This design comes from an exercise in tuning for small area, a short achievable clock period and few clock cycles per item on the open sky130 flow, not from production work.
The RTL was checked by simulation tests, not by an equivalence proof against the original design.

==> flow/design.v (outline; a module is shown in full before it is edited, if it fits) <==
// module goc_cordic_cell: 41 lines
// module goc_tilt: 1447 lines
// module gravity_orientation_classifier_top: 270 lines
module gravity_orientation_classifier_top
#(
  parameter int unsigned FifoDepth = 16
) (
  input  logic               clk_i,
  input  logic               rst_ni,
  input  logic               psel,
  input  logic               penable,
  input  logic               pwrite,
  input  logic        [2:0]  paddr,
  input  logic        [31:0] pwdata,
  output logic        [31:0] prdata,
  output logic               pready,
  input  logic               in_valid_i,
  output logic               in_ready_o,
  input  logic signed [15:0] gravity_x_i,
  input  logic signed [15:0] gravity_y_i,
  input  logic signed [15:0] gravity_z_i,
  input  logic        [31:0] time_ms_i,
  input  logic               is_gravity_type_i,
  output logic               out_valid_o,
  input  logic               out_ready_i,
  output logic        [2:0]  orientation_o,
  output logic signed [9:0]  angle_deg_o,
  output logic               is_flat_o
);
  // ...
==> flow/flow/run.sh <==
#!/bin/bash
set -euo pipefail
export SETUP_SLACK_MARGIN=6.5
bash standard.sh > standard.log 2>&1
==> flow/standard.sh <==
#!/bin/bash
# synth_recipe.tcl (not shown) runs the flow's synth.tcl, then flattens the netlist and writes it again
# the make line also repeats each setting of config.mk as NAME=value (left out here)
make -C /OpenROAD-flow-scripts/flow DESIGN_CONFIG=/design/flow/config.mk WORK_HOME=/design/flow/orfs CLKGATE_MAP_FILE= SYNTH_SCRIPT=/design/flow/synth_recipe.tcl "${@:-finish}"
==> flow/config.mk <==
export PLATFORM = sky130hd
export DESIGN_NAME = gravity_orientation_classifier_top
export DESIGN_NICKNAME = gravity_orientation_classifier_top
export VERILOG_FILES = /design/flow/design.v
export SDC_FILE = /design/flow/constraint.sdc
export NUM_CORES = 4
export LEC_CHECK = 0
export ABC_AREA = 1
export CAP_MARGIN = 20
export CORE_MARGIN = 2
export CORE_UTILIZATION = 40
export CTS_CLUSTER_DIAMETER = 100
export CTS_CLUSTER_SIZE = 30
export SLEW_MARGIN = 20
==> flow/constraint.sdc <==
create_clock -name core_clock -period 10.0 [get_ports {clk_i}]
set_input_delay 2.0000 -clock core_clock [delete_from_list [all_inputs] [get_ports {clk_i}]]
set_output_delay 2.0000 -clock core_clock [all_outputs]
set_load 0.01 [all_outputs]
==> flow_metrics.env, run 1 <==
export IMPL_status="no timing/DRC/antenna violations"
export IMPL_worstHoldStart="xpos_p[1]"
export IMPL_place_congestion=0.893
export IMPL_cts_path_max_buffers=3
export IMPL_busiest_layer="met2"
export IMPL_min_to="xpos_p[2]"
export IMPL_area_growth_pct=9.83
export IMPL_hp_class="flop to flop"
export IMPL_start_util_pct=40.2
export IMPL_multi_input_area_share_pct=55.0
export IMPL_nonClockBufferCount=312
export IMPL_grt_max_degree=76
export IMPL_r2r_start="xs0_q[15]"
export IMPL_synthXorXnorAreaFrac_pct=12.9
export IMPL_synth_compound_area_share_pct=10.6
export IMPL_drc_errors=0
export IMPL_whs_ns=0.322
export IMPL_cts_resized=193
export IMPL_skew_ns=0.0595
export IMPL_holdPathStages=0
export IMPL_synthTopCellsByCount="nand2_1 (1,921), dfxtp_1 (1,330), inv_1 (1,325), ha_1 (908), xor2_1 (754)"
export IMPL_hold_buffers=0
export IMPL_max_clock_freq_mhz=288
export IMPL_slew_headroom_pct=32.4
export IMPL_reg_top3="g_cell.u_cell.a_q (353), g_cell.u_cell.b_q (286), fd_q (135)"
export IMPL_ys_seq_area_share_pct=33.5
export IMPL_viasPerCell=4.89
export IMPL_yosys_mux_area_fraction_pct=0.443
export IMPL_worstSetupEndpoint="in_ready_o"
export IMPL_cp_arrival_ns=1.47
export IMPL_dieWidth_um=473
export IMPL_yosys_area_top_type_share_pct=30.2
export IMPL_nNetsFinal=11800
export IMPL_htreeDepth=2
Testbench counts, summed over its fixed seeds: cycles 2,703, items 1,797.
==> module gravity_orientation_classifier_top, before the edit <==
module gravity_orientation_classifier_top
#(
  parameter int unsigned FifoDepth = 16
) (
  input  logic               clk_i,
  input  logic               rst_ni,
  input  logic               psel,
  input  logic               penable,
  input  logic               pwrite,
  input  logic        [2:0]  paddr,
  input  logic        [31:0] pwdata,
  output logic        [31:0] prdata,
  output logic               pready,
  input  logic               in_valid_i,
  output logic               in_ready_o,
  input  logic signed [15:0] gravity_x_i,
  input  logic signed [15:0] gravity_y_i,
  input  logic signed [15:0] gravity_z_i,
  input  logic        [31:0] time_ms_i,
  input  logic               is_gravity_type_i,
  output logic               out_valid_o,
  input  logic               out_ready_i,
  output logic        [2:0]  orientation_o,
  output logic signed [9:0]  angle_deg_o,
  output logic               is_flat_o
);
  localparam int unsigned NCell = 13;    
  localparam int unsigned CW = 5;        
  localparam int unsigned FlatStage = 4;
  function automatic logic signed [25:0] atan_sum0(input logic [4:0] s);
    atan_sum0 = (s[4] ? (s[3] ? (s[2] ? (s[1] ? (s[0] ? -26'sd6155706 : -26'sd12053946) : (s[0] ? -26'sd9637640 : -26'sd15535880)) : (s[1] ? (s[0] ? -26'sd7995464 : -26'sd13893704) : (s[0] ? -26'sd11477398 : -26'sd17375638))) : (s[2] ? (s[1] ? (s[0] ? -26'sd7089596 : -26'sd12987836) : (s[0] ? -26'sd10571530 : -26'sd16469770)) : (s[1] ? (s[0] ? -26'sd8929354 : -26'sd14827594) : (s[0] ? -26'sd12411288 : -26'sd18309528)))) : (s[3] ? (s[2] ? (s[1] ? (s[0] ? 26'sd5640774 : -26'sd257466) : (s[0] ? 26'sd2158840 : -26'sd3739400)) : (s[1] ? (s[0] ? 26'sd3801016 : -26'sd2097224) : (s[0] ? 26'sd319082 : -26'sd5579158))) : (s[2] ? (s[1] ? (s[0] ? 26'sd4706884 : -26'sd1191356) : (s[0] ? 26'sd1224950 : -26'sd4673290)) : (s[1] ? (s[0] ? 26'sd2867126 : -26'sd3031114) : (s[0] ? -26'sd614808 : -26'sd6513048)))));
  endfunction
  function automatic logic signed [25:0] atan_sum1(input logic [3:0] s);
    atan_sum1 = (s[3] ? (s[2] ? (s[1] ? (s[0] ? 26'sd879368 : 26'sd410610) : (s[0] ? 26'sd644760 : 26'sd176002)) : (s[1] ? (s[0] ? 26'sd762036 : 26'sd293278) : (s[0] ? 26'sd527428 : 26'sd58670))) : (s[2] ? (s[1] ? (s[0] ? 26'sd820698 : 26'sd351940) : (s[0] ? 26'sd586090 : 26'sd117332)) : (s[1] ? (s[0] ? 26'sd703366 : 26'sd234608) : (s[0] ? 26'sd468758 : 26'sd0))));
  endfunction
  function automatic logic signed [25:0] atan_sum2(input logic [3:0] s);
    atan_sum2 = (s[3] ? (s[2] ? (s[1] ? (s[0] ? 26'sd55004 : 26'sd25668) : (s[0] ? 26'sd40336 : 26'sd11000)) : (s[1] ? (s[0] ? 26'sd47670 : 26'sd18334) : (s[0] ? 26'sd33002 : 26'sd3666))) : (s[2] ? (s[1] ? (s[0] ? 26'sd51338 : 26'sd22002) : (s[0] ? 26'sd36670 : 26'sd7334)) : (s[1] ? (s[0] ? 26'sd44004 : 26'sd14668) : (s[0] ? 26'sd29336 : 26'sd0))));
  endfunction
  function automatic logic signed [25:0] atan_sum3(input logic [2:0] s);
    atan_sum3 = (s[2] ? (s[1] ? (s[0] ? 26'sd3208 : 26'sd1374) : (s[0] ? 26'sd2292 : 26'sd458)) : (s[1] ? (s[0] ? 26'sd2750 : 26'sd916) : (s[0] ? 26'sd1834 : 26'sd0)));
  endfunction
  function automatic logic [2:0] orient_of(input logic [9:0] angle);
    logic [8:0] d;
    d = angle[8:0];
    if (angle[9]) orient_of = ORIENT_INVALID;
    else if (d <= 9'd30 || d >= 9'd330) orient_of = ORIENT_ROT0;
    else if (d >= 9'd60 && d <= 9'd120) orient_of = ORIENT_ROT90;
    else if (d >= 9'd150 && d <= 9'd210) orient_of = ORIENT_ROT180;
    else if (d >= 9'd240 && d <= 9'd300) orient_of = ORIENT_ROT270;
    else orient_of = ORIENT_INVALID;
  endfunction
  logic [15:0] min_q;
  logic [3:0]  ratio_q;
  logic        cfg_wr;
  assign pready = 1'b1;
  assign cfg_wr = psel && penable && pwrite;
  always_ff @(posedge clk_i) begin
    prdata <= paddr[2] ? {28'b0, ratio_q} : {16'b0, min_q};
  end
  always_ff @(posedge clk_i or negedge rst_ni) begin
    if (!rst_ni) begin
      min_q   <= MinIntervalReset;
      ratio_q <= TiltRatioReset;
    end else if (cfg_wr) begin
      if (paddr[2]) ratio_q <= pwdata[3:0];
      else          min_q   <= pwdata[15:0];
    end
  end
  logic        in_rdy_q, in_acc, v0_q;
  logic [15:0] xs0_q, ys0_q, zs0_q;
  logic [31:0] t0_q;
  logic [32:0] tm0_q;    
  logic        g0_q;
  assign in_ready_o = in_rdy_q;
  assign in_acc = in_valid_i && in_rdy_q;
  logic [16:0] tm_lo;
  logic [15:0] t_hi_dec;
  logic [32:0] tm_d;
  always_comb begin
    tm_lo    = {1'b0, time_ms_i[15:0]} - {1'b0, min_q};
    t_hi_dec = time_ms_i[31:16] - 16'd1;
    tm_d[15:0]  = tm_lo[15:0];
    tm_d[31:16] = tm_lo[16] ? t_hi_dec : time_ms_i[31:16];
    tm_d[32]    = tm_lo[16] && (time_ms_i[31:16] == 16'd0);
  end
  always_ff @(posedge clk_i) begin
    xs0_q <= {gravity_x_i[15], gravity_x_i[14:0] ^ {15{gravity_x_i[15]}}};
    ys0_q <= {gravity_y_i[15], gravity_y_i[14:0] ^ {15{gravity_y_i[15]}}};
    zs0_q <= {gravity_z_i[15], gravity_z_i[14:0] ^ {15{gravity_z_i[15]}}};
    t0_q  <= time_ms_i;
    tm0_q <= tm_d;
    g0_q  <= is_gravity_type_i;
  end
  logic               pass, take;
  logic [31:0]        last_q;
  logic               t_ge, tm_ge;
  logic               xpos, yzero, sig0;
  logic [16:0]        a1;
  logic signed [16:0] b1;
  assign t_ge   = t0_q >= last_q;
  assign tm_ge  = tm0_q[31:0] >= last_q;
  assign pass   = t_ge ? (!tm0_q[32] && tm_ge) : (!tm0_q[32] || tm_ge);
  assign take   = v0_q && pass && g0_q;
  always_comb begin
    xpos = !xs0_q[15] && (xs0_q[14:0] != 15'd0);
    yzero = !ys0_q[15] && (ys0_q[14:0] == 15'd0);
    sig0 = xpos ? (ys0_q[15] || yzero) : !ys0_q[15];
    a1 = 17'(xs0_q[14:0]) + 17'(ys0_q[14:0]) + 17'(xs0_q[15]) + 17'(ys0_q[15]);
    b1 = sig0 ? $signed(17'(ys0_q[14:0]) + ~{2'b00, xs0_q[14:0]} + 17'(ys0_q[15]) + 17'(!xs0_q[15]))
              : $signed(17'(xs0_q[14:0]) + ~{2'b00, ys0_q[14:0]} + 17'(xs0_q[15]) + 17'(!ys0_q[15]));
  end
  logic [AW-1:0]        a_p [NCell+1];
  logic signed [BW-1:0] b_p [NCell+1];
  logic [15:0]          s_p [NCell+1];
  logic                 xpos_p [NCell+1];
  logic                 flat_p [NCell+1];
  logic [NCell:0]       v_p;
  logic                 flat_t;
  always_ff @(posedge clk_i) begin
    a_p[0]    <= {a1, 14'b0};
    b_p[0]    <= BW'($signed({b1, 14'b0}));
    s_p[0]    <= {15'b0, sig0};
    xpos_p[0] <= xpos;
  end
  logic [3:0] ratio_c;
  always_ff @(posedge clk_i) begin
    ratio_c <= ratio_q;
  end
  goc_tilt u_tilt (
    .clk_i   (clk_i),
    .x_i     (xs0_q),
    .y_i     (ys0_q),
    .z_i     (zs0_q),
    .ratio_i (ratio_c),
    .flat_o  (flat_t)
  );
  for (genvar k = 1; k <= NCell; k++) begin : g_cell
    goc_cordic_cell #(
      .Step (k),
      .BWI  (BWidth[k*8 +: 8]),
      .BWO  (BWidth[(k+1)*8 +: 8])
    ) u_cell (
      .clk_i (clk_i),
      .a_i   (a_p[k-1]),
      .b_i   (b_p[k-1]),
      .sig_i (s_p[k-1]),
      .a_o   (a_p[k]),
      .b_o   (b_p[k]),
      .sig_o (s_p[k])
    );
  end
  always_ff @(posedge clk_i) begin
    for (int k = 1; k <= NCell; k++) begin
      xpos_p[k] <= xpos_p[k-1];
      flat_p[k] <= (k == FlatStage) ? flat_t : flat_p[k-1];
    end
  end
  assign flat_p[0] = 1'b0;
  localparam int unsigned BW14 = BWidth[14*8 +: 8];
  logic signed [25:0]   pa_q, p1_q, v_lo;
  logic signed [9:0]    w_q;    
  logic                 inc_q;  
  logic                 zero_e, flat_e, v_e1;
  logic signed [BW14-1:0] b14, db14, b15;
  logic                 pos14, pos15;
  always_ff @(posedge clk_i) begin
    pa_q <= atan_sum0({xpos_p[NCell-2], s_p[NCell-2][3:0]}) + atan_sum1(s_p[NCell-2][7:4]);
    p1_q <= pa_q + atan_sum2(s_p[NCell-1][11:8]);
  end
  always_comb begin
    b14   = b_p[NCell][BW14-1:0];
    pos14 = !b14[BW14-1];
    db14  = BW14'(a_p[NCell] >> 14);
    b15   = b14 + (db14 ^ {BW14{pos14}}) + BW14'(pos14);
    pos15 = !b15[BW14-1];
    v_lo  = p1_q + atan_sum3({pos14, s_p[NCell][13:12]});
  end
  always_ff @(posedge clk_i) begin
    w_q    <= v_lo[25:16];
    inc_q  <= pos15 && (v_lo[15:0] >= 16'd65306);
    zero_e <= (a_p[NCell][AW-1:14] == '0);    
    flat_e <= flat_p[NCell];
  end
  logic signed [10:0] d_raw, d;
  logic [8:0]         word;    
  always_comb begin
    d_raw = 11'sd90 - 11'(w_q) - 11'(inc_q);
    d = d_raw;
    if (d_raw < 0) d = d_raw + 11'sd360;
    else if (d_raw >= 11'sd360) d = d_raw - 11'sd360;
    if (zero_e) d = 11'sd270;
    if (flat_e) word = 9'h1FF;
    else        word = d[8:0];
  end
  logic [CW-1:0] cred_q, cred_b, cred_d;
  logic          drop_q, pop, push;
  logic          rdy_00, rdy_01, rdy_10, rdy_11, rdy_d;
  always_comb begin
    cred_b = cred_q - CW'(drop_q);
    rdy_00 = cred_b < CW'(FifoDepth);
    rdy_01 = cred_b < CW'(FifoDepth + 1);
    rdy_10 = cred_b < CW'(FifoDepth - 1);
    rdy_11 = rdy_00;
    case ({in_acc && is_gravity_type_i, pop})
      2'b10:   begin cred_d = cred_b + 1'b1; rdy_d = rdy_10; end
      2'b01:   begin cred_d = cred_b - 1'b1; rdy_d = rdy_01; end
      2'b11:   begin cred_d = cred_b;        rdy_d = rdy_11; end
      default: begin cred_d = cred_b;        rdy_d = rdy_00; end
    endcase
  end
  always_ff @(posedge clk_i or negedge rst_ni) begin
    if (!rst_ni) begin
      v0_q     <= 1'b0;
      v_p      <= '0;
      v_e1     <= 1'b0;
      drop_q   <= 1'b0;
      last_q   <= '0;
      cred_q   <= '0;
      in_rdy_q <= 1'b1;
    end else begin
      v0_q     <= in_acc;
      v_p      <= {v_p[NCell-1:0], take};
      v_e1     <= v_p[NCell];
      drop_q   <= v0_q && g0_q && !pass;
      if (v0_q && pass) last_q <= t0_q;
      cred_q   <= cred_d;
      in_rdy_q <= rdy_d;
    end
  end
  logic [FifoDepth:0] fv_q;
  logic [8:0]         fd_q [1:FifoDepth-1];
  logic [9:0]         hd_q;
  logic [2:0]         fo_q;
  assign push = v_e1;
  assign pop = fv_q[0] && out_ready_i;
  always_ff @(posedge clk_i or negedge rst_ni) begin
    if (!rst_ni) begin
      fv_q <= '0;
    end else begin
      for (int j = 0; j < FifoDepth; j++) begin
        if (pop) fv_q[j] <= push ? fv_q[j] : fv_q[j+1];
        else     fv_q[j] <= fv_q[j] || (push && (j == 0 || fv_q[j-1]));
      end
      fv_q[FifoDepth] <= 1'b0;
    end
  end
  function automatic logic [9:0] angle_of(input logic [8:0] w);
    angle_of = (w == 9'h1FF) ? 10'h3FF : {1'b0, w};
  endfunction
  logic [9:0] hd_pop, hd_keep;
  logic [2:0] fo_pop, fo_keep;
  always_comb begin
    hd_pop  = fv_q[1] ? angle_of(fd_q[1]) : angle_of(word);
    fo_pop  = fv_q[1] ? orient_of(angle_of(fd_q[1])) : orient_of(angle_of(word));
    hd_keep = fv_q[0] ? hd_q : angle_of(word);
    fo_keep = fv_q[0] ? fo_q : orient_of(angle_of(word));
  end
  always_ff @(posedge clk_i) begin
    hd_q <= pop ? hd_pop : hd_keep;
    fo_q <= pop ? fo_pop : fo_keep;
    for (int j = 1; j < FifoDepth; j++) begin
      if (pop) fd_q[j] <= (j + 1 < FifoDepth && fv_q[j+1]) ? fd_q[j+1] : word;
      else     fd_q[j] <= fv_q[j] ? fd_q[j] : word;
    end
  end
  assign out_valid_o   = fv_q[0];
  assign orientation_o = fo_q;
  assign angle_deg_o   = hd_q;
  assign is_flat_o     = hd_q[9];
endmodule
==> inputs of run 2 (changes only) <==
--- a/flow/design.v
+++ b/flow/design.v
@@ -1577,37 +1577,38 @@
   logic        in_rdy_q, in_acc, v0_q;
   logic [15:0] xs0_q, ys0_q, zs0_q;
   logic [31:0] t0_q;
-  logic [32:0] tm0_q;    
+  logic [15:0] tlo0_q;   
+  logic        bor0_q;   
+  logic        thz0_q;   
   logic        g0_q;
   assign in_ready_o = in_rdy_q;
   assign in_acc = in_valid_i && in_rdy_q;
   logic [16:0] tm_lo;
-  logic [15:0] t_hi_dec;
-  logic [32:0] tm_d;
-  always_comb begin
-    tm_lo    = {1'b0, time_ms_i[15:0]} - {1'b0, min_q};
-    t_hi_dec = time_ms_i[31:16] - 16'd1;
-    tm_d[15:0]  = tm_lo[15:0];
-    tm_d[31:16] = tm_lo[16] ? t_hi_dec : time_ms_i[31:16];
-    tm_d[32]    = tm_lo[16] && (time_ms_i[31:16] == 16'd0);
-  end
+  assign tm_lo = {1'b0, time_ms_i[15:0]} - {1'b0, min_q};
   always_ff @(posedge clk_i) begin
     xs0_q <= {gravity_x_i[15], gravity_x_i[14:0] ^ {15{gravity_x_i[15]}}};
     ys0_q <= {gravity_y_i[15], gravity_y_i[14:0] ^ {15{gravity_y_i[15]}}};
     zs0_q <= {gravity_z_i[15], gravity_z_i[14:0] ^ {15{gravity_z_i[15]}}};
     t0_q  <= time_ms_i;
-    tm0_q <= tm_d;
+    tlo0_q <= tm_lo[15:0];
+    bor0_q <= tm_lo[16];
+    thz0_q <= (time_ms_i[31:16] == 16'd0);
     g0_q  <= is_gravity_type_i;
   end
   logic               pass, take;
   logic [31:0]        last_q;
-  logic               t_ge, tm_ge;
+  logic               t_ge, tm_ge, tm_neg, ge0, ge1, ge2;
+  logic [16:0]        lp_q;    
   logic               xpos, yzero, sig0;
   logic [16:0]        a1;
   logic signed [16:0] b1;
   assign t_ge   = t0_q >= last_q;
-  assign tm_ge  = tm0_q[31:0] >= last_q;
-  assign pass   = t_ge ? (!tm0_q[32] && tm_ge) : (!tm0_q[32] || tm_ge);
+  assign ge0    = {t0_q[31:16], tlo0_q} >= last_q;
+  assign ge1    = {1'b0, t0_q[31:16], tlo0_q} >= {lp_q, last_q[15:0]};
+  assign ge2    = {16'hFFFF, tlo0_q} >= last_q;
+  assign tm_ge  = !bor0_q ? ge0 : (thz0_q ? ge2 : ge1);
+  assign tm_neg = bor0_q && thz0_q;
+  assign pass   = t_ge ? (!tm_neg && tm_ge) : (!tm_neg || tm_ge);
   assign take   = v0_q && pass && g0_q;
   always_comb begin
     xpos = !xs0_q[15] && (xs0_q[14:0] != 15'd0);
@@ -1723,6 +1724,7 @@
       v_e1     <= 1'b0;
       drop_q   <= 1'b0;
       last_q   <= '0;
+      lp_q     <= 17'd1;
       cred_q   <= '0;
       in_rdy_q <= 1'b1;
     end else begin
@@ -1730,7 +1732,10 @@
       v_p      <= {v_p[NCell-1:0], take};
       v_e1     <= v_p[NCell];
       drop_q   <= v0_q && g0_q && !pass;
-      if (v0_q && pass) last_q <= t0_q;
+      if (v0_q && pass) begin
+        last_q <= t0_q;
+        lp_q   <= {1'b0, t0_q[31:16]} + 17'd1;
+      end
       cred_q   <= cred_d;
       in_rdy_q <= rdy_d;
     end
==> flow/flow/run.sh (replaced) <==
#!/bin/bash
set -euo pipefail
export SETUP_SLACK_MARGIN=6.4
bash standard.sh > standard.log 2>&1
==> run 2 against run 1 <==
Compared with the run above: still clean on timing, DRC and antenna; register-to-register slack worse by 0.06 ns; worst hold slack worse by 0.0011 ns; wire length is 3.7% higher; synthesized area is 1.0% higher; via count is 1.3% higher; worst setup slack worse by 0.032 ns; critical path depth is 9 higher; sequential cell count is 2 higher; final cell count is 1.5% higher; critical path type is now flop to flop; critical endpoint is now u_tilt.ha_q[17]; largest cell class unchanged.
==> flow_metrics.env, run 2 <==
export IMPL_cts_sinks=1445
export IMPL_grt_usage_pct=18.0
export IMPL_reg_top3="g_cell.u_cell.a_q (353), g_cell.u_cell.b_q (286), fd_q (135)"
export IMPL_io_buffers=136
export IMPL_placed_cell_area_um2=93500
export IMPL_status="no timing/DRC/antenna violations"
export IMPL_critPathCaptureType="flop"
export IMPL_criticalPathCategory="flop to flop"
export IMPL_max_clock_freq_mhz=286
export IMPL_grt_pass1_vias=66500
export IMPL_ys_seq_area_share_pct=33.3
export IMPL_htreeDepth=2
export IMPL_reg2reg_depth=10
export IMPL_fp_dieH_um=476
export IMPL_utilization_pct=43.9
export IMPL_crit_required_ns=10.69
export IMPL_yosys_warnings=70
export IMPL_drc_errors=0
export IMPL_hp_class="flop to flop"
export IMPL_synth_edf_count=22
export IMPL_async_reset_ff_share_pct=7.47
export IMPL_ios=172
export IMPL_finalCriticalPeriod_ns=3.50
export IMPL_synthTopCellsByCount="nand2_1 (1,969), inv_1 (1,365), dfxtp_1 (1,315), ha_1 (907), xor2_1 (766)"
export IMPL_grt_pass1_wl_mm=336
export IMPL_worstMarginPinSlew_ns=0.983
export IMPL_top_register="g_cell.u_cell.a_q"
export IMPL_synth_top_area_cell="dfxtp_1"
export IMPL_overflow=0
export IMPL_syn_area_um2=89100
export IMPL_cts_path_max_buffers=3
export IMPL_synth_most_common_cell="nand2_1"
export IMPL_antenna_found_initial=1
export IMPL_tns_ns=0
export IMPL_hold_violations=0
export IMPL_cts_buffers=60
export IMPL_drtPass1Iterations=6
export IMPL_dp_hpwl_mm=163
export IMPL_cts_tree="done"
export IMPL_start_util_pct=40.1
export IMPL_ys_top_cells_by_area="dfxtp_1 (30%), ha_1 (13%), fa_1 (8.8%)"
export IMPL_place_congestion=0.884
export IMPL_post_route_period_util_pct=35.0
export IMPL_drive_gt1_share_pct=5.51
export IMPL_placementRows=173
export IMPL_layout_common_cells="nand2_1 (1,953), inv_1 (1,352), dfxtp_1 (1,275)"
export IMPL_final_area_um2=97300
export IMPL_dieArea_um2=226000
export IMPL_vias=66000
export IMPL_finalSetupViolations=0
export IMPL_area_growth_pct=9.27
export IMPL_drt_total_wl_mm=208
export IMPL_path_clk_slew_ns=0.11
export IMPL_nNetsFinal=11900
export IMPL_final_common_cell="nand2_1"
export IMPL_layout_setup_ws_ns=6.50
export IMPL_skew_ns=0.0356
export IMPL_synth_seq_cells=1445
export IMPL_synth_cells=10400
export IMPL_post_drt_wl_per_cell_um=15.4
export IMPL_viasPerCell=4.88
export IMPL_drtAntennaViolNets=0
export IMPL_synth_main_ff_cell="dfxtp_1"
export IMPL_fp_coreArea_um2=222000
export IMPL_insertion_delay_ns=0.77
export IMPL_crit_path_start_kind="flop"
export IMPL_path_max_fanout=15
export IMPL_place_ws_ns=5.23
export IMPL_slew_headroom_pct=34.5
export IMPL_fillers=21600
export IMPL_largest_reg_flops=353
export IMPL_rsz0062_at_grt="true"
export IMPL_yosys_area_top_type_share_pct=29.6
export IMPL_grt_max_degree=79
export IMPL_drtIter0Drc=3051
export IMPL_drv_slew=0
export IMPL_cts_root_buf="clkbuf_16"
export IMPL_syn_avg_cell_area_um2=8.54
export IMPL_dieWidth_um=476
export IMPL_cap_violations=0
export IMPL_synth_cell_types=90
export IMPL_holdPathStages=0
export IMPL_cp_arrival_ns=4.20
## run 2: metal layers
| metal | share of wire (%) | up-vias | wire length, um | GRT usage, % |
|---|---|---|---|---|
| met5 | 0 | - | 0 | 0 |
| met4 | 2.8 | 0 | 5800 | 5.14 |
| met3 | 2.9 | 292 | 6000 | 1.37 |
| met2 | 51 | 1048 | 106000 | 33.7 |
| met1 | 43 | 31000 | 89900 | 22.0 |
| li1 | - | 33600 | - | - |
## run 2: final cells by class
| class | count | area (um^2) | area share (%) |
|---|---|---|---|
| clock inverter | 20 | 334 | 0.343 |
| sequential | 1445 | 29800 | 30.6 |
| antenna | 1 | 2.50 | 0.00257 |
| inverter | 1392 | 5300 | 5.45 |
| tap | 2975 | 3720 | 3.83 |
| clock buffer | 75 | 1610 | 1.65 |
| multi-input combinational | 7328 | 53800 | 55.3 |
| timing repair buffer | 274 | 2710 | 2.78 |
## run 2: kinds of logic (layout without fill, tap and decap cells)
kind of cell / Yosys count / count (layout) / synth area share [%]
flops: 1445 / 1445 / 33.3
mux: 39 / 39 / 0.438
other cells: 2 / 18 / 0.00843
simple gates: 3020 / 3021 / 14.3
fa+ha+maj: 1297 / 1297 / 21.5
buf+inv: 1670 / 1761 / 7.20
compound gates: 1666 / 1666 / 10.5
xor+xnor: 1288 / 1288 / 12.7
## run 2: repair_timing
action	4_1_cts	5_1_grt
gates resized for setup	160	195
gates cloned	0	4
pin swaps	14	58
buffers inserted	27	58
endpoints found under the hold margin	0	0
endpoints found under the setup margin	287	206
hold buffers	0	0
## run 2: critical path, stage by stage (launching register included)
cell	delay [ns]
dfxtp_4	0.37
buf_12	0.15
nand2_1	0.06
inv_1	0.05
fa_1	0.54
inv_1	0.06
fa_1	0.51
fa_1	0.55
inv_1	0.06
fa_1	0.56
fa_1	0.55
## run 2: through the flow
| step | instances | hold WS (ns) |
|---|---|---|
| after floorplan | 10400 | 0.310 |
| final | 13500 | 0.320 |
| after detailed placement | 13300 | 0.312 |
| after global routing | 13500 | 0.326 |
| after CTS | 13400 | 0.326 |
| after global placement | 13300 | 0.315 |
## run 2: final timing paths
kind,from,to,slack (ns)
min in group asynchronous,rst_ni,cred_q[0],1.21
max reg2reg,xs0_q[14],u_tilt.ha_q[17],6.50
min reg2reg,g_cell[10].u_cell.sig_q[6],g_cell[11].u_cell.sig_q[6],0.32
min,g_cell[10].u_cell.sig_q[6],g_cell[11].u_cell.sig_q[6],0.32
max,xs0_q[14],u_tilt.ha_q[17],6.50
max in group asynchronous,rst_ni,min_q[5],7.37
Testbench counts of run 2, summed over its fixed seeds: cycles 2,703, items 1,797.
==> inputs of run 3 (changes only) <==
==> flow/flow/run.sh (replaced) <==
#!/bin/bash
set -euo pipefail
export SETUP_SLACK_MARGIN=6.6
bash standard.sh > standard.log 2>&1
==> run 3 against run 2 <==
Compared with the run above: sequential cell count is the same; critical endpoint is now fo_q[2]; core utilization up 0.82 points; die area unchanged; worst setup slack improved by 0.027 ns.
==> flow_metrics.env, run 3 <==
export IMPL_r2r_end="fo_q[2]"
export IMPL_dieArea_um2=226000
export IMPL_reg2reg_slack_ns=6.52
export IMPL_syn_area_um2=89100
export IMPL_ff_latch_area_um2=29800
export IMPL_drive_gt1_share_pct=8.06
export IMPL_insertion_delay_ns=0.74
export IMPL_cts_sinks=1445
export IMPL_grt_pass1_vias=66800
export IMPL_area_growth_pct=11.3
export IMPL_fillers=21500
export IMPL_critPathCaptureType="flop"
export IMPL_worstHoldStart="g_cell[10].u_cell.sig_q[5]"
export IMPL_synth_edf_count=22
export IMPL_drc_errors=0
export IMPL_drv_slew=0
export IMPL_multi_input_area_um2=54600
export IMPL_yosys_area_top_type_share_pct=29.6
export IMPL_post_route_period_util_pct=34.8
export IMPL_synth_most_common_cell="nand2_1"
export IMPL_cp_arrival_ns=3.98
export IMPL_dieWidth_um=476
export IMPL_cts_buffers=60
export IMPL_grt_usage_pct=18.1
export IMPL_finalCriticalPeriod_ns=3.48
export IMPL_drtAntennaViolNets=0
export IMPL_tns_ns=0
export IMPL_cts_root_buf="clkbuf_16"
export IMPL_hold_violations=0
export IMPL_path_max_fanout=5
export IMPL_ios=172
export IMPL_holdPathStages=0
export IMPL_placementRows=173
export IMPL_skew_ns=0.0296
export IMPL_rsz0062_at_grt="true"
export IMPL_synthSimpleGateAreaFrac_pct=14.3
export IMPL_synth_top_family_by_area="adder cells"
export IMPL_ys_top_cells_by_area="dfxtp_1 (30%), ha_1 (13%), fa_1 (8.8%)"
export IMPL_final_common_cell="nand2_1"
export IMPL_start_util_pct=40.1
export IMPL_cap_violations=0
export IMPL_drt_total_wl_mm=212
export IMPL_synth_main_ff_cell="dfxtp_1"
export IMPL_io_buffers=136
export IMPL_cts_path_max_buffers=3
export IMPL_crit_start="w_q[0]"
export IMPL_place_congestion=0.899
export IMPL_fp_coreArea_um2=222000
export IMPL_fp_dieH_um=476
export IMPL_reg_top3="g_cell.u_cell.a_q (353), g_cell.u_cell.b_q (286), fd_q (135)"
export IMPL_drtPass1Iterations=7
export IMPL_whs_ns=0.314
export IMPL_criticalPathCategory="flop to flop"
export IMPL_synth_adder_area_share_pct=21.5
export IMPL_r2r_start="w_q[0]"
export IMPL_hold_buffers=0
export IMPL_synthXorXnorAreaFrac_pct=12.7
export IMPL_synthTopCellsByCount="nand2_1 (1,969), inv_1 (1,365), dfxtp_1 (1,315), ha_1 (907), xor2_1 (766)"
export IMPL_slew_headroom_pct=35.5
export IMPL_synth_seq_cells=1445
export IMPL_layout_common_cells="nand2_1 (1,917), inv_1 (1,336), dfxtp_1 (1,265)"
export IMPL_nNetsFinal=12000
export IMPL_drtIter0Drc=3418
export IMPL_dp_hpwl_mm=163
export IMPL_yosys_warnings=70
export IMPL_grt_max_degree=75
export IMPL_cts_tree="done"
export IMPL_crit_path_start_kind="flop"
export IMPL_grt_pass1_wl_mm=337
export IMPL_htreeDepth=2
export IMPL_crit_required_ns=10.50
export IMPL_hp_class="flop to flop"
export IMPL_finalSetupViolations=0
export IMPL_overflow=0
export IMPL_path_clk_slew_ns=0.11
export IMPL_syn_avg_cell_area_um2=8.54
export IMPL_min_to="g_cell[11].u_cell.sig_q[5]"
export IMPL_synth_top_area_cell="dfxtp_1"
export IMPL_yosys_mux_area_fraction_pct=0.438
export IMPL_vias=66800
export IMPL_top_register="g_cell.u_cell.a_q"
export IMPL_status="no timing/DRC/antenna violations"
export IMPL_antenna_found_initial=4
export IMPL_synth_cell_types=90
export IMPL_async_reset_ff_share_pct=7.47
export IMPL_post_drt_wl_per_cell_um=15.6
export IMPL_viasPerCell=4.91
export IMPL_largest_reg_flops=353
export IMPL_reg2reg_depth=25
export IMPL_max_clock_freq_mhz=288
export IMPL_ys_seq_area_share_pct=33.3
export IMPL_synth_cells=10400
export IMPL_synth_compound_area_share_pct=10.5
export IMPL_worstMarginPinSlew_ns=0.968
## run 3: cell count changes in the layout (fill, tap and decap cells not counted), sizes merged
cell	before	now
clkinv	11	14
diode	1	5
bufbuf	0	2
buf	136	236
bufinv	3	2
dlygate4sd2	32	2
inv	1390	1392
clkdlybuf4s15	0	16
clkinvlp	8	10
clkbuf	80	88
nand2	1998	2000
dlymetal6s2s	3	0
## run 3: how the worst max path moves through the flow
stage	end	slack, ns	cells past startpoint
after floorplan	bor0_q	6.23	17
after global placement	cred_q[4]	4.89	12
after detailed placement	cred_q[4]	4.95	12
after CTS	w_q[5]	6.49	21
after global routing	fo_q[2]	6.36	28
final	fo_q[2]	6.52	25
## run 3: what timing repair did
item,in CTS,in global routing
setup endpoints to repair,374,305
setup buffers,54,117
hold endpoints to repair,0,0
pin swaps,42,142
gates cloned,5,9
gates resized for setup,308,360
## run 3: cell families after synthesis
family	Yosys count
AOI/OAI and AO/OA	1666
xor gates and xnor gates	1288
adders and majority gates	1297
buffers and inverters	1670
DFF	1445
muxes	39
other	2
and+or+nand+nor	3020
## run 3: cell type report
type	instances	area share, %
Sequential cell	1445	30.1
Clock inverter	26	0.313
Antenna cell	5	0.0126
Inverter	1392	5.38
Timing Repair Buffer	366	3.69
Clock buffer	76	1.67
Multi-Input combinational cell	7330	55.1
Tap cell	2975	3.75
## run 3: per-layer routing
| metal | GRT usage, % | part of all wire (%) | vias up |
|---|---|---|---|
| li1 | - | - | 33900 |
| met1 | 21.9 | 42 | 31500 |
| met2 | 33.8 | 51 | 1130 |
| met3 | 1.48 | 3.2 | 294 |
| met4 | 5.59 | 3.1 | 2 |
| met5 | 0 | 0.0057 | - |
## run 3: stage by stage
stage | setup slack (ns) | instance area, um^2 | instances | util, %
floorplan | 6.23 | 89500 | 10400 | -
global placement | 4.89 | 93600 | 13300 | 42.2
detailed placement | 4.95 | 93600 | 13300 | 42.2
CTS | 6.49 | 96700 | 13500 | 43.6
global route | 6.36 | 99100 | 13600 | 44.7
finish | 6.52 | 99100 | 13600 | 44.7
## run 3: worst max-delay path, cell delays in order, from the launching register on
cell,delay (ns)
dfxtp_2,0.33
inv_2,0.06
ha_4,0.19
ha_4,0.15
inv_2,0.03
fa_2,0.38
buf_6,0.14
nor2_4,0.09
nor2_4,0.07
buf_6,0.13
nor2_4,0.08
nand3_2,0.09
nor2_2,0.09
nand3_2,0.11
nand3_4,0.13
buf_6,0.12
nand3_4,0.07
nand3_2,0.11
nand3_4,0.10
nand2_4,0.11
buf_12,0.13
nand3_2,0.05
o21ai_1,0.15
nand3_1,0.14
nand2_1,0.12
a21oi_2,0.05

[what the ideal ports hide]
Ports are ideal in the flow. The routed layouts listed here were re-timed in OpenROAD.
Step 1, drivers: a clkbuf_16 drives clk_i and a buf_2 each remaining input, both assumed.
Step 2 times the ports against the registers' clock, not the clock port: input delays grow and output delays shrink by t, the midpoint of the rising clock arrivals with the driver on.
a / b / c = no drivers / after step 1 / after step 2; a / b = the first two.
| run | t (ns) | setup WS [ns] | latest minus earliest clock arrival (ns) | pins driven straight from the clock port |
|---|---|---|---|---|
| run 1 | 0.834 | 6.530 / 6.442 / 5.732 | 0.065 / 0.064 | 1 |
| run 2 | 0.835 | 6.498 / 6.415 / 5.779 | 0.060 / 0.060 | 1 |
| run 3 | 0.823 | 6.525 / 6.503 / 5.827 | 0.037 / 0.037 | 1 |
After both steps every run listed still meets setup and hold. The setup slack of run 1, which loses most, moves by -0.088 ns with the drivers and by -0.798 ns with both steps.
